Background: an optimization exercise with open tools, aiming at small area, a short achievable clock period and few clock cycles per item. Do not read the settings as production practice.
In this exercise RTL edits were held to simulation tests only and were not proved equivalent to the original.
Power and IR drop assume default switching activity.

Setup of run A:
// process_priority_queue
module process_priority_queue #(
   parameter int QUEUE_DEPTH = 16
) (
   input  logic            clock,
   input  logic            reset,
   input  logic            req_valid,
   output logic            req_ready,
   input  logic [1:0]      req_func,
   input  logic [15:0]     req_proc_id,
   input  logic [15:0]     req_arrival,
   input  logic [15:0]     req_burst,
   input  logic [7:0]      req_prio,
   output logic            rsp_valid,
   input  logic            rsp_ready,
   output logic [1:0]      rsp_status,
   output logic [15:0]     rsp_out_id,
   output logic [15:0]     rsp_out_arrival,
   output logic [15:0]     rsp_out_burst,
   output logic [7:0]      rsp_out_prio,
   output logic [4:0]      rsp_occupancy
);
Size: roughly 1300 flip-flops, about 54000 um^2 of cells after synthesis.
Settings: LEC_CHECK=0, ABC_CLOCK_PERIOD_IN_PS=2600, CAP_MARGIN=20, CORE_MARGIN=2, CORE_UTILIZATION=45, CTS_CLUSTER_DIAMETER=100, CTS_CLUSTER_SIZE=20, SETUP_SLACK_MARGIN=4.4, SLEW_MARGIN=20; clock period 7.0 ns.
run.sh (not shown) runs the stock make flow with config.mk's settings and CLKGATE_MAP_FILE= SYNTH_SCRIPT=/design/flow/synth_recipe.tcl, a recipe that flattens the netlist after the stock synthesis.
Testbench counts of run A, summed over its fixed seeds: cycles 9,624, items 9,600.
Changes in run B relative to run A:
Settings: a change of ABC_CLOCK_PERIOD_IN_PS from 2600 to 2700; a change of SETUP_SLACK_MARGIN from 4.4 to 4.25.
Findings:
The global-route wire length before repair in run B was lower than what run A gave. [run B] iteration count of the initial detailed-routing pass fell 2 relative to run A. In the flow results for run A and run B, the slack of the critical path is larger on run A. c_ff[11]$_DFFE_PP_ as the capturing instance or port of the critical path was reported by run A, and c_ff[3]$_DFFE_PP_ by run B. Diff run A -> run B: sequential power has remained practically unchanged, fmax has decreased, hold slack has remained practically unchanged.
The following lists how run C was set up differently from run B:
Settings: changing ABC_CLOCK_PERIOD_IN_PS from 2700 to 2800; changing CORE_UTILIZATION from 45 to 50; changing SETUP_SLACK_MARGIN from 4.25 to 4.2.
--- outcome ---
- Against run B, run C comes in 4.3 points higher on aggregate global-route resource usage.
- Run B and run C ended up with nearly the same number of multi-input combinational cells.
- Run C gives more arrival time reported for the critical path endpoint than run B did.
- Looking at run B and run C, the combinational power is a wash.
- Run C vs run B — combinational power share rose 0.3 points.
- Clock latency at the later pin of the worst-skew pair: run B vs run C, no meaningful difference
- Run B and run C ended up with nearly the same register-to-register slack.
- Sort run B and run C by area growth from synthesis to layout desc -> top: run B
- As far as switching share of power is concerned, run C and run B perform about the same.
- In run C the die boundary height turned out 5.1% lower than in run B.
- Comparing run B and run C, the higher row count is on run B.

job 101:
The RTL this note starts from:
==> flow/design.v <==
package ppq_pkg;
   typedef struct packed {
      logic [15:0] id;
      logic [15:0] arrival;
      logic [15:0] burst;
      logic [7:0]  prio;
   } rec_type;
   typedef enum logic [1:0] {
      FUNC_INSERT = 2'd0,
      FUNC_APPEND = 2'd1,
      FUNC_POP    = 2'd2,
      FUNC_REMOVE = 2'd3
   } func_type;
   typedef enum logic [1:0] {
      STATUS_OK        = 2'd0,
      STATUS_EMPTY     = 2'd1,
      STATUS_NOT_FOUND = 2'd2,
      STATUS_FULL      = 2'd3
   } status_type;
   typedef enum logic [1:0] {
      CMP_PRIO = 2'd0,
      CMP_ID   = 2'd1,
      CMP_ANY  = 2'd2
   } cmp_mode_type;
endpackage
module ppq_cmp (
   input  ppq_pkg::cmp_mode_type mode,
   input  ppq_pkg::rec_type      entry,
   input  ppq_pkg::rec_type      key,
   output logic                  hit
);
   always_comb begin
      case (mode)
         ppq_pkg::CMP_PRIO: hit = (entry.prio >= key.prio);
         ppq_pkg::CMP_ID:   hit = (entry.id == key.id);
         ppq_pkg::CMP_ANY:  hit = 1'b1;
         default:           hit = 1'b0;
      endcase
   end
endmodule
module ppq_ram #(
   parameter int WIDTH = 56,
   parameter int DEPTH = 16
) (
   input  logic                     clock,
   input  logic                     wr_en,
   input  logic [$clog2(DEPTH)-1:0] wr_addr,
   input  logic [WIDTH-1:0]         wr_data,
   input  logic [$clog2(DEPTH)-1:0] rd_addr,
   output logic [WIDTH-1:0]         rd_data
);
   logic [WIDTH-1:0] mem [DEPTH];
   logic [WIDTH-1:0] rd_data_ff;
   always_ff @(posedge clock) begin
      if (wr_en) begin
         mem[wr_addr] <= wr_data;
      end
      rd_data_ff <= mem[rd_addr];
   end
   assign rd_data = rd_data_ff;
endmodule
module process_priority_queue #(
   parameter int QUEUE_DEPTH = 16
) (
   input  logic            clock,
   input  logic            reset,
   input  logic            req_valid,
   output logic            req_ready,
   input  logic [1:0]      req_func,
   input  logic [15:0]     req_proc_id,
   input  logic [15:0]     req_arrival,
   input  logic [15:0]     req_burst,
   input  logic [7:0]      req_prio,
   output logic            rsp_valid,
   input  logic            rsp_ready,
   output logic [1:0]      rsp_status,
   output logic [15:0]     rsp_out_id,
   output logic [15:0]     rsp_out_arrival,
   output logic [15:0]     rsp_out_burst,
   output logic [7:0]      rsp_out_prio,
   output logic [4:0]      rsp_occupancy
);
   localparam int N  = QUEUE_DEPTH;
   localparam int CW = $clog2(QUEUE_DEPTH + 1);
   localparam int RW = 56;   
   logic [RW-1:0]     slot_ff [N];
   logic [N-1:0]      v_ff;              
   logic [N-1:0]      ord_ff [N];        
   logic [CW-1:0]     cnt_ff;
   logic              a_valid_ff;
   logic [1:0]        a_func_ff;
   logic [RW-1:0]     a_rec_ff;
   logic [N-1:0]      c_ff;              
   logic              b_valid_ff;        
   logic [1:0]        b_func_ff;
   logic [RW-1:0]     b_rec_ff;
   logic [N-1:0]      b_c_ff;            
   logic              b_ca_ff;           
   logic              p_valid_ff;
   logic [1:0]        p_st_ff;
   logic [N-1:0]      p_sel_ff;          
   localparam int OW = 1 + 2 + CW + RW;
   logic              r_valid_ff;
   logic [1:0]        r_st_ff;
   logic [CW-1:0]     r_occ_ff;
   logic [RW-1:0]     r_rec_ff;
   logic [OW-1:0]     r_cur, r_new, r_next;
   logic              req_ready_ff;
   logic [RW-1:0]     req_rec;
   assign req_rec = {req_proc_id, req_arrival, req_burst, req_prio};
   logic r_free, p_free, exec, a_free, accept;
   logic [1:0]    in_func;
   logic [RW-1:0] in_rec;
   assign r_free    = !r_valid_ff || rsp_ready;
   assign p_free    = !p_valid_ff || r_free;
   assign exec      = a_valid_ff && p_free;
   assign a_free    = !a_valid_ff || p_free;
   assign req_ready = req_ready_ff;
   assign accept    = req_valid && !b_valid_ff;
   assign in_func   = b_valid_ff ? b_func_ff : req_func;
   assign in_rec    = b_valid_ff ? b_rec_ff : req_rec;
   logic              f_put;
   logic              full, empty;
   logic [N-1:0]      hit, hb, first, aoa, alloc;
   logic [N-1:0]      alloc_ff;          
   logic [N-1:0]      next_free;         
   logic              found, do_ins, do_rem;
   assign f_put = !a_func_ff[1];
   assign full  = cnt_ff[CW-1];
   assign empty = (cnt_ff == '0);
   logic [N-1:0] ahead [N];
   always_comb begin
      for (int t = 0; t < N; t++)
         for (int s = 0; s < N; s++)
            ahead[t][s] = (t < s) ? ord_ff[t][s] : (t > s) ? !ord_ff[s][t] : 1'b0;
   end
   always_comb begin
      for (int s = 0; s < N; s++)
         hit[s] = v_ff[s] && c_ff[s];
      for (int s = 0; s < N; s++) begin
         hb[s] = 1'b0;
         for (int t = 0; t < N; t++)
            hb[s] = hb[s] | (hit[t] & ahead[t][s]);
         first[s] = hit[s] & !hb[s];
         aoa[s]   = hit[s] | hb[s];
      end
      for (int s = 0; s < N; s++) begin
         next_free[s] = !v_ff[s] && !alloc_ff[s];
         for (int t = 0; t < s; t++)
            if (!v_ff[t] && !alloc_ff[t]) next_free[s] = 1'b0;
      end
   end
   assign alloc  = alloc_ff;
   assign found  = |hit;
   assign do_ins = exec && f_put && !full;
   assign do_rem = exec && !f_put && found;
   logic [1:0]    ex_st;
   logic [N-1:0]  ex_sel;
   always_comb begin
      if (f_put) begin
         ex_st  = full ? ppq_pkg::STATUS_FULL : ppq_pkg::STATUS_OK;
         ex_sel = full ? '0 : alloc;
      end else begin
         ex_st  = empty ? ppq_pkg::STATUS_EMPTY :
                  !found ? ppq_pkg::STATUS_NOT_FOUND : ppq_pkg::STATUS_OK;
         ex_sel = first;
      end
   end
   logic          req_is_ins, req_is_app, req_is_pop;
   logic [N-1:0]  cmp_s, c_next;
   logic          cmp_a;
   logic [N:0]    ge;                
   logic [RW-1:0] cmp_rec [N+1];
   assign req_is_ins = (req_func == ppq_pkg::FUNC_INSERT);
   assign req_is_app = (req_func == ppq_pkg::FUNC_APPEND);
   assign req_is_pop = (req_func == ppq_pkg::FUNC_POP);
   always_comb begin
      for (int s = 0; s < N; s++) cmp_rec[s] = slot_ff[s];
      cmp_rec[N] = a_rec_ff;
      for (int s = 0; s <= N; s++) begin
         ge[s] = 1'b1;
         for (int i = 0; i < 8; i++)
            ge[s] = (cmp_rec[s][i] & !req_prio[i]) |
                    (!(cmp_rec[s][i] ^ req_prio[i]) & ge[s]);
      end
   end
   always_comb begin
      for (int s = 0; s < N; s++)
         cmp_s[s] = req_is_pop || (!req_is_app &&
                    (req_is_ins ? ge[s] : (slot_ff[s][55:40] == req_proc_id)));
      cmp_a  = req_is_pop || (!req_is_app &&
               (req_is_ins ? ge[N] : (a_rec_ff[55:40] == req_proc_id)));
      for (int s = 0; s < N; s++)
         c_next[s] = (do_ins && alloc[s]) ? (b_valid_ff ? b_ca_ff : cmp_a)
                                          : (b_valid_ff ? b_c_ff[s] : cmp_s[s]);
   end
   logic [RW-1:0] rd_rec;
   always_comb begin
      rd_rec = '0;
      for (int s = 0; s < N; s++)
         rd_rec = rd_rec | ({RW{p_sel_ff[s]}} & slot_ff[s]);
   end
   always_ff @(posedge clock) begin
      if (reset) begin
         a_valid_ff <= 1'b0;
         b_valid_ff <= 1'b0;
         req_ready_ff <= 1'b1;
         p_valid_ff <= 1'b0;
         v_ff       <= '0;
         cnt_ff     <= '0;
         alloc_ff   <= N'(1);
      end else begin
         if (a_free) begin
            a_valid_ff <= b_valid_ff || accept;
            b_valid_ff <= 1'b0;
            req_ready_ff <= 1'b1;
         end else if (accept) begin
            b_valid_ff <= 1'b1;
            req_ready_ff <= 1'b0;
         end
         if (p_free)    p_valid_ff <= exec;
         if (do_ins) begin
            v_ff     <= v_ff | alloc;
            cnt_ff   <= cnt_ff + CW'(1);
            alloc_ff <= next_free;
         end else if (do_rem) begin
            v_ff   <= v_ff & ~first;
            cnt_ff <= cnt_ff - CW'(1);
            if (full) alloc_ff <= first;
         end
      end
   end
   always_ff @(posedge clock) begin
      if (a_free) begin
         a_func_ff <= in_func;
         a_rec_ff  <= in_rec;
         c_ff      <= c_next;
      end
      if (!b_valid_ff) begin
         b_func_ff <= req_func;
         b_rec_ff  <= req_rec;
         b_c_ff    <= cmp_s;
         b_ca_ff   <= cmp_a;
      end
      for (int s = 0; s < N; s++) begin
         if (do_ins && alloc[s]) slot_ff[s] <= a_rec_ff;
      end
      for (int s = 0; s < N; s++) begin
         for (int t = s + 1; t < N; t++) begin
            if (do_ins && alloc[s])      ord_ff[s][t] <= aoa[t];
            else if (do_ins && alloc[t]) ord_ff[s][t] <= !aoa[s];
         end
      end
      if (p_free) begin
         p_st_ff  <= ex_st;
         p_sel_ff <= ex_sel;
      end
      {r_valid_ff, r_st_ff, r_occ_ff, r_rec_ff} <= r_next;
   end
   assign r_cur  = {r_valid_ff, r_st_ff, r_occ_ff, r_rec_ff};
   assign r_new  = {p_valid_ff, p_st_ff, cnt_ff, rd_rec};
   always_comb begin
      r_next = reset ? '0 : r_free ? r_new : r_cur;
   end
   assign rsp_valid       = r_valid_ff;
   assign rsp_status      = r_st_ff;
   assign rsp_out_id      = r_rec_ff[55:40];
   assign rsp_out_arrival = r_rec_ff[39:24];
   assign rsp_out_burst   = r_rec_ff[23:8];
   assign rsp_out_prio    = r_rec_ff[7:0];
   assign rsp_occupancy   = r_occ_ff;
endmodule
make LEC_CHECK=0 ABC_CLOCK_PERIOD_IN_PS=2700 CAP_MARGIN=20 CORE_MARGIN=2 CORE_UTILIZATION=42 CTS_CLUSTER_DIAMETER=100 CTS_CLUSTER_SIZE=20 SETUP_SLACK_MARGIN=4.35 SLEW_MARGIN=20 finish   # period 7.0 ns
Testbench counts of job 101, summed over its fixed seeds: cycles 9,624, items 9,600.
For job 102, these inputs were changed with respect to job 101:
- swapping 4.35 for 4.3 in SETUP_SLACK_MARGIN
- swapping 42 for 45 in CORE_UTILIZATION
--- outcome ---
Job 102 vs job 101 — final cycle utilization of the critical path dropped 0.25 points. Compared with job 101, job 102 shows a lower leakage component of the power. Diff job 102 and job 101: final worst-path setup slack higher in job 102. From job 101 to job 102 the numbers moved as follows: fmax higher, met1 track demand over resource higher, combinational power roughly the same, die outline height lower, post-route worst hold slack roughly the same.

==> what the ideal ports hide <==
Ports are ideal in the flow. The routed layouts listed here were re-timed in OpenROAD. Step 1 assumes that a clkbuf_16 drives the clock port and a buf_2 every other input. Step 2 moves the port delays by t, midway between the first and last clock arrival at a register: inputs arrive t later, outputs are due t later. That takes back most of the time a late clock gives input paths. Slacks: no drivers / after step 1 / after step 2; pairs: no drivers / after step 1.
| run | t (ns) | slack for setup (ns) | hold WS [ns] | worst setup path at the end | slew at the worst register clock pin (ns) |
|---|---|---|---|---|---|
| run A | 0.774 | 4.136 / 4.191 / 3.417 | 0.453 / 0.453 / 0.453 | input to register | 0.10 / 0.10 |
| run B | 0.766 | 4.074 / 4.112 / 3.347 | 0.452 / 0.452 / 0.452 | input to register | 0.10 / 0.10 |
| run C | 0.776 | 4.060 / 4.114 / 3.337 | 0.450 / 0.450 / 0.450 | input to register | 0.10 / 0.10 |
| job 101 | 0.770 | 4.171 / 4.215 / 3.445 | 0.449 / 0.449 / 0.449 | input to register | 0.10 / 0.10 |
| job 102 | 0.772 | 4.188 / 4.227 / 3.455 | 0.452 / 0.452 / 0.452 | input to register | 0.10 / 0.10 |
After both steps every run listed still meets setup and hold. For job 102, which loses most, drivers alone change the setup slack by +0.039 ns; drivers and shift together by -0.733 ns.
